Context: an optimization exercise on an open-source flow, tuned for small area, a short achievable clock period and few clock cycles. The choices shown serve that exercise and are no tape-out recipe.
At most, simulation tests tie the RTL to the original design; equivalence was not proved.
No activity file was given, so power comes from the tool's default toggle rates.

==> 04-12: inputs <==
// alu_arbiter
module alu_arbiter #(
  parameter int MUL_LAT = 3
) (
  input  logic        clk,
  input  logic        reset,
  input  logic        i_reqA_valid,
  input  logic        i_reqB_valid,
  output logic        o_reqA_ready,
  output logic        o_reqB_ready,
  input  logic [31:0] i_reqA_op1,
  input  logic [31:0] i_reqA_op2,
  input  logic [31:0] i_reqB_op1,
  input  logic [31:0] i_reqB_op2,
  input  logic [3:0]  i_reqA_sel,
  input  logic [3:0]  i_reqB_sel,
  output logic        o_rsp_valid,
  input  logic        i_rsp_ready,
  output logic        o_rsp_id,
  output logic [31:0] o_rsp_data,
  output logic        o_rsp_zflag,
  output logic        o_busy
);
export LEC_CHECK = 0
export ABC_AREA = 1
export ABC_CLOCK_PERIOD_IN_PS = 4500
export CAP_MARGIN = 20
export CORE_MARGIN = 2
export CORE_UTILIZATION = 40
export SETUP_SLACK_MARGIN = 5.0
export SLEW_MARGIN = 20
create_clock -name core_clock -period 9.5 [get_ports {clk}]
run.sh (not shown) runs the stock make flow with config.mk's settings and CLKGATE_MAP_FILE= SYNTH_SCRIPT=/design/flow/synth_recipe.tcl, a recipe that flattens the netlist after the stock synthesis.
==> 02-19: changes against 04-12 <==
--- a/flow/design.v
+++ b/flow/design.v
@@ -20,22 +20,25 @@
   output logic        o_rsp_zflag,
   output logic        o_busy
 );
   logic        last_b;       
   logic        grant_b, stall, accept;
   logic [31:0] a, b;
   logic [3:0]  sel;
   logic        is_mul, is_add, is_sub, is_and, is_or, is_slt;
-  logic [31:0] ax;
+  logic [31:0] ax, ay;
   logic [15:0] d_one, d_two, d_neg;
   logic        v1, id1;      
   logic [31:0] ma;           
+  logic [31:0] ay1;          
+  logic        cin1;         
   logic [15:0] bo, bt, bn;   
   logic        v2, id2;      
+  logic        cin2;
   assign grant_b      = i_reqB_valid & (~i_reqA_valid | ~last_b);
   assign stall        = v2 & ~i_rsp_ready;
   assign o_reqA_ready = ~reset & ~stall & i_reqA_valid & ~grant_b;
   assign o_reqB_ready = ~reset & ~stall & grant_b;
   assign accept       = o_reqA_ready | o_reqB_ready;
   assign o_rsp_valid  = v2;
   assign o_rsp_id     = id2;
   assign o_busy       = v1 | v2;
@@ -43,23 +46,19 @@
   assign b   = grant_b ? i_reqB_op2 : i_reqA_op2;
   assign sel = grant_b ? i_reqB_sel : i_reqA_sel;
   assign is_and = (sel == 4'b0000);
   assign is_or  = (sel == 4'b0001);
   assign is_add = (sel == 4'b0010);
   assign is_mul = (sel == 4'b0011);
   assign is_sub = (sel == 4'b0110);
   assign is_slt = (sel == 4'b0111);
-  logic        inv_b, cout;
-  logic [31:0] sum1;
-  assign inv_b = is_sub | is_slt;
-  assign {cout, sum1} = {1'b0, a} + {1'b0, b ^ {32{inv_b}}} + {32'b0, inv_b};
-  assign ax = ({32{is_mul}} & a) | ({32{is_add | is_sub}} & sum1) |
-              ({32{is_and}} & (a & b)) | ({32{is_or}} & (a | b)) |
-              {31'b0, is_slt & ~cout};
+  assign ax = ({32{is_add | is_sub | is_mul}} & a) | ({32{is_and}} & (a & b)) |
+              ({32{is_or}} & (a | b)) | {31'b0, is_slt & (a < b)};
+  assign ay = ({32{is_add}} & b) | ({32{is_sub}} & ~b);
   always_comb begin
     for (int i = 0; i < 16; i++) begin
       logic b1, b0, bm;
       b1 = b[2*i+1];
       b0 = b[2*i];
       bm = (i == 0) ? 1'b0 : b[2*i-1];
       d_one[i] = is_mul & (b0 ^ bm);
       d_two[i] = is_mul & ((b1 & ~b0 & ~bm) | (~b1 & b0 & bm));
@@ -77,16 +76,18 @@
       v1 <= accept;
       v2 <= v1;
     end
   end
   always_ff @(posedge clk) begin
     if (!stall) begin
       id1  <= grant_b;
       ma   <= ax;
+      ay1  <= ay;
+      cin1 <= is_sub;
       bo   <= d_one;
       bt   <= d_two;
       bn   <= d_neg;
     end
   end
   wire pp0_0 = (bo[0] & ma[0]) ^ bn[0];
   wire pp0_1 = ((bo[0] & ma[1]) | (bt[0] & ma[0])) ^ bn[0];
   wire pp0_2 = ((bo[0] & ma[2]) | (bt[0] & ma[1])) ^ bn[0];
@@ -835,16 +836,17 @@
   wire tx474 = tx472 ^ tc240;
   wire tx475 = tc242 ^ tx473;
   wire tx476 = tx474 ^ tx475;
   wire tx477 = tc336 ^ tc338;
   wire tx478 = tx476 ^ tx477;
   logic r0_0;
   logic r0_1;
   logic r1_0;
+  logic r1_1;
   logic r2_0;
   logic r2_1;
   logic r3_0;
   logic r3_1;
   logic r4_0;
   logic r4_1;
   logic r5_0;
   logic r5_1;
@@ -899,82 +901,86 @@
   logic r30_0;
   logic r30_1;
   logic r31_0;
   logic r31_1;
   logic r31_2;
   always_ff @(posedge clk) begin
     if (!stall) begin
       id2  <= id1;
-      r0_0 <= bn[0];
+      cin2 <= cin1;
+      r0_0 <= bn[0] | ay1[0];
       r0_1 <= pp0_0;
       r1_0 <= pp0_1;
-      r2_0 <= pp1_0;
+      r1_1 <= ay1[1];
+      r2_0 <= pp1_0 | ay1[2];
       r2_1 <= ts393;
-      r3_0 <= tc394;
+      r3_0 <= tc394 | ay1[3];
       r3_1 <= ts395;
-      r4_0 <= tc396;
+      r4_0 <= tc396 | ay1[4];
       r4_1 <= ts397;
-      r5_0 <= tc398;
+      r5_0 <= tc398 | ay1[5];
       r5_1 <= ts399;
-      r6_0 <= tc400;
+      r6_0 <= tc400 | ay1[6];
       r6_1 <= ts401;
-      r7_0 <= tc402;
+      r7_0 <= tc402 | ay1[7];
       r7_1 <= ts403;
-      r8_0 <= tc404;
+      r8_0 <= tc404 | ay1[8];
       r8_1 <= ts405;
-      r9_0 <= tc406;
+      r9_0 <= tc406 | ay1[9];
       r9_1 <= ts407;
-      r10_0 <= tc408;
+      r10_0 <= tc408 | ay1[10];
       r10_1 <= ts409;
-      r11_0 <= tc410;
+      r11_0 <= tc410 | ay1[11];
       r11_1 <= ts411;
-      r12_0 <= tc412;
+      r12_0 <= tc412 | ay1[12];
       r12_1 <= ts413;
-      r13_0 <= tc414;
+      r13_0 <= tc414 | ay1[13];
       r13_1 <= ts415;
-      r14_0 <= tc416;
+      r14_0 <= tc416 | ay1[14];
       r14_1 <= ts417;
-      r15_0 <= tc418;
+      r15_0 <= tc418 | ay1[15];
       r15_1 <= ts419;
-      r16_0 <= tc420;
+      r16_0 <= tc420 | ay1[16];
       r16_1 <= ts421;
-      r17_0 <= tc422;
+      r17_0 <= tc422 | ay1[17];
       r17_1 <= ts423;
-      r18_0 <= tc424;
+      r18_0 <= tc424 | ay1[18];
       r18_1 <= ts425;
-      r19_0 <= tc426;
+      r19_0 <= tc426 | ay1[19];
       r19_1 <= ts427;
-      r20_0 <= tc428;
+      r20_0 <= tc428 | ay1[20];
       r20_1 <= ts429;
-      r21_0 <= tc430;
+      r21_0 <= tc430 | ay1[21];
       r21_1 <= ts431;
-      r22_0 <= tc432;
+      r22_0 <= tc432 | ay1[22];
       r22_1 <= ts433;
-      r23_0 <= tc434;
+      r23_0 <= tc434 | ay1[23];
       r23_1 <= ts435;
-      r24_0 <= tc436;
+      r24_0 <= tc436 | ay1[24];
       r24_1 <= ts437;
-      r25_0 <= tc438;
+      r25_0 <= tc438 | ay1[25];
       r25_1 <= ts439;
-      r26_0 <= tc440;
+      r26_0 <= tc440 | ay1[26];
       r26_1 <= ts441;
-      r27_0 <= tc442;
+      r27_0 <= tc442 | ay1[27];
       r27_1 <= ts443;
-      r28_0 <= tc444;
+      r28_0 <= tc444 | ay1[28];
       r28_1 <= ts445;
-      r29_0 <= tc446;
+      r29_0 <= tc446 | ay1[29];
       r29_1 <= ts447;
-      r30_0 <= tc448;
+      r30_0 <= tc448 | ay1[30];
       r30_1 <= ts449;
-      r31_0 <= tc392;
+      r31_0 <= tc392 | ay1[31];
       r31_1 <= tx478;
       r31_2 <= tc450;
     end
   end
   wire ux479 = r31_0 ^ r31_1;
   wire ux480 = r31_2 ^ ux479;
   logic [31:0] fs, fc;
   assign fs = {ux480, r30_0, r29_0, r28_0, r27_0, r26_0, r25_0, r24_0, r23_0, r22_0, r21_0, r20_0, r19_0, r18_0, r17_0, r16_0, r15_0, r14_0, r13_0, r12_0, r11_0, r10_0, r9_0, r8_0, r7_0, r6_0, r5_0, r4_0, r3_0, r2_0, r1_0, r0_0};
-  assign fc = {1'b0, r30_1, r29_1, r28_1, r27_1, r26_1, r25_1, r24_1, r23_1, r22_1, r21_1, r20_1, r19_1, r18_1, r17_1, r16_1, r15_1, r14_1, r13_1, r12_1, r11_1, r10_1, r9_1, r8_1, r7_1, r6_1, r5_1, r4_1, r3_1, r2_1, 1'b0, r0_1};
-  assign o_rsp_data  = fs + fc;
-  assign o_rsp_zflag = ((fs ^ fc) == {fs[30:0] | fc[30:0], 1'b0});
+  assign fc = {1'b0, r30_1, r29_1, r28_1, r27_1, r26_1, r25_1, r24_1, r23_1, r22_1, r21_1, r20_1, r19_1, r18_1, r17_1, r16_1, r15_1, r14_1, r13_1, r12_1, r11_1, r10_1, r9_1, r8_1, r7_1, r6_1, r5_1, r4_1, r3_1, r2_1, r1_1, r0_1};
+  logic [32:0] sum;
+  assign sum         = {fs, 1'b1} + {fc, cin2};    
+  assign o_rsp_data  = sum[32:1];
+  assign o_rsp_zflag = ((fs ^ fc) == {fs[30:0] | fc[30:0], cin2});
 endmodule
==> flow/flow/run.sh (new file) <==
#!/bin/bash
# Standard ORFS layout, except that the port buffers are buf_1 cells (which
# the resizer may upsize) instead of the default delay-buffer cell.
set -euo pipefail
bash standard.sh synth > log_synth.txt 2>&1
bash standard.sh BUFFER_PORTS_ARGS="-buffer_cell sky130_fd_sc_hd__buf_1" finish > log_layout.txt 2>&1
==> flow/standard.sh (new file) <==
#!/bin/bash
# synth_recipe.tcl (not shown) runs the flow's synth.tcl, then flattens the netlist and writes it again
# the make line also repeats each setting of config.mk as NAME=value (left out here)
make -C /OpenROAD-flow-scripts/flow DESIGN_CONFIG=/design/flow/config.mk WORK_HOME=/design/flow/orfs CLKGATE_MAP_FILE= SYNTH_SCRIPT=/design/flow/synth_recipe.tcl "${@:-finish}"
removed: flow/run.sh
==> run summary <==
	02-19	04-12
Switching Power	5.95 mW	5.70 mW
Combinational Power	8.98 mW	9.04 mW
Int Power	5.63 mW	5.62 mW
Transition at the pin with the smallest max-transition slack	995 ps	970 ps
Power Clock	0.762 mW	0.709 mW
Register-to-Register Setup Slack	4980 ps	5130 ps
Switch share	51.4%	50.3%
Pre-antenna DRT Iters	7	8
Synthesized-area fraction occupied by ao, oa, aoi and oai cells	13.8%	15.7%
Synth Area in XOR/XNOR	11.7%	14.8%
End of the worst register-to-register path	r29_0	r30_1
Share of total power in combinational logic	77.5%	79.8%
Clock share of power	6.6%	6.3%
Seq group	1.85 mW	1.58 mW
Tapcells inserted	756	696
Data required time at the worst endpoint	9720 ps	7600 ps
Design Power	11.6 mW	11.3 mW
Status	no timing/DRC/antenna violations	no timing/DRC/antenna violations
Overall track demand over capacity in global routing	26.5%	28.1%
Number of inverters outside the clock class in the layout	536	499
Cell area after placement	0.0243 mm^2	0.0241 mm^2
Ratio of cells with drive above 1 in the final layout	16.1%	21.1%
Pin count of the biggest net entering global routing	180	76
Nets@finish	3424	3387
Growth of design area from synthesis to finish	16.8%	29.7%
Post-Place Setup Slack	3860 ps	2970 ps
Global-route wire length before repair	121 mm	120 mm
Testbench counts of 02-19, summed over its fixed seeds: cycles 2,416.
Only the layout flow was run in 04-12; the RTL was not checked for function there.

==> static timing again, ports no longer ideal <==
In the flow no input, the clock included, has a driving cell. The finished layouts below were timed again as built, in two steps. Step 1 (the two cells are an assumption about what drives the block):
set clk [get_ports {clk}]
set_driving_cell -lib_cell sky130_fd_sc_hd__clkbuf_16 $clk
set_driving_cell -lib_cell sky130_fd_sc_hd__buf_2 [delete_from_list [all_inputs] $clk]
Step 2, shift: input delay + t, output delay - t, t = (earliest + latest rising clock arrival at the registers) / 2. This alone moves slack from input paths to output paths. Slacks: ideal ports / drivers / drivers and shift; pairs: ideal ports / drivers.
| run | shift t [ns] | setup WS [ns] | hold WS [ns] | worst data-port slew with drivers (ns) | pins driven straight from the clock port |
|---|---|---|---|---|---|
| 04-12 | 0.517 | 4.868 / 4.808 / 4.417 | 0.422 / 0.422 / 0.422 | 0.08 | 1 |
| 02-19 | 0.544 | 4.981 / 4.944 / 4.900 | 0.430 / 0.430 / 0.430 | 0.06 | 1 |
After both steps every run listed still meets setup and hold. The setup slack of 04-12, which loses most, moves by -0.060 ns with the drivers and by -0.451 ns with both steps.
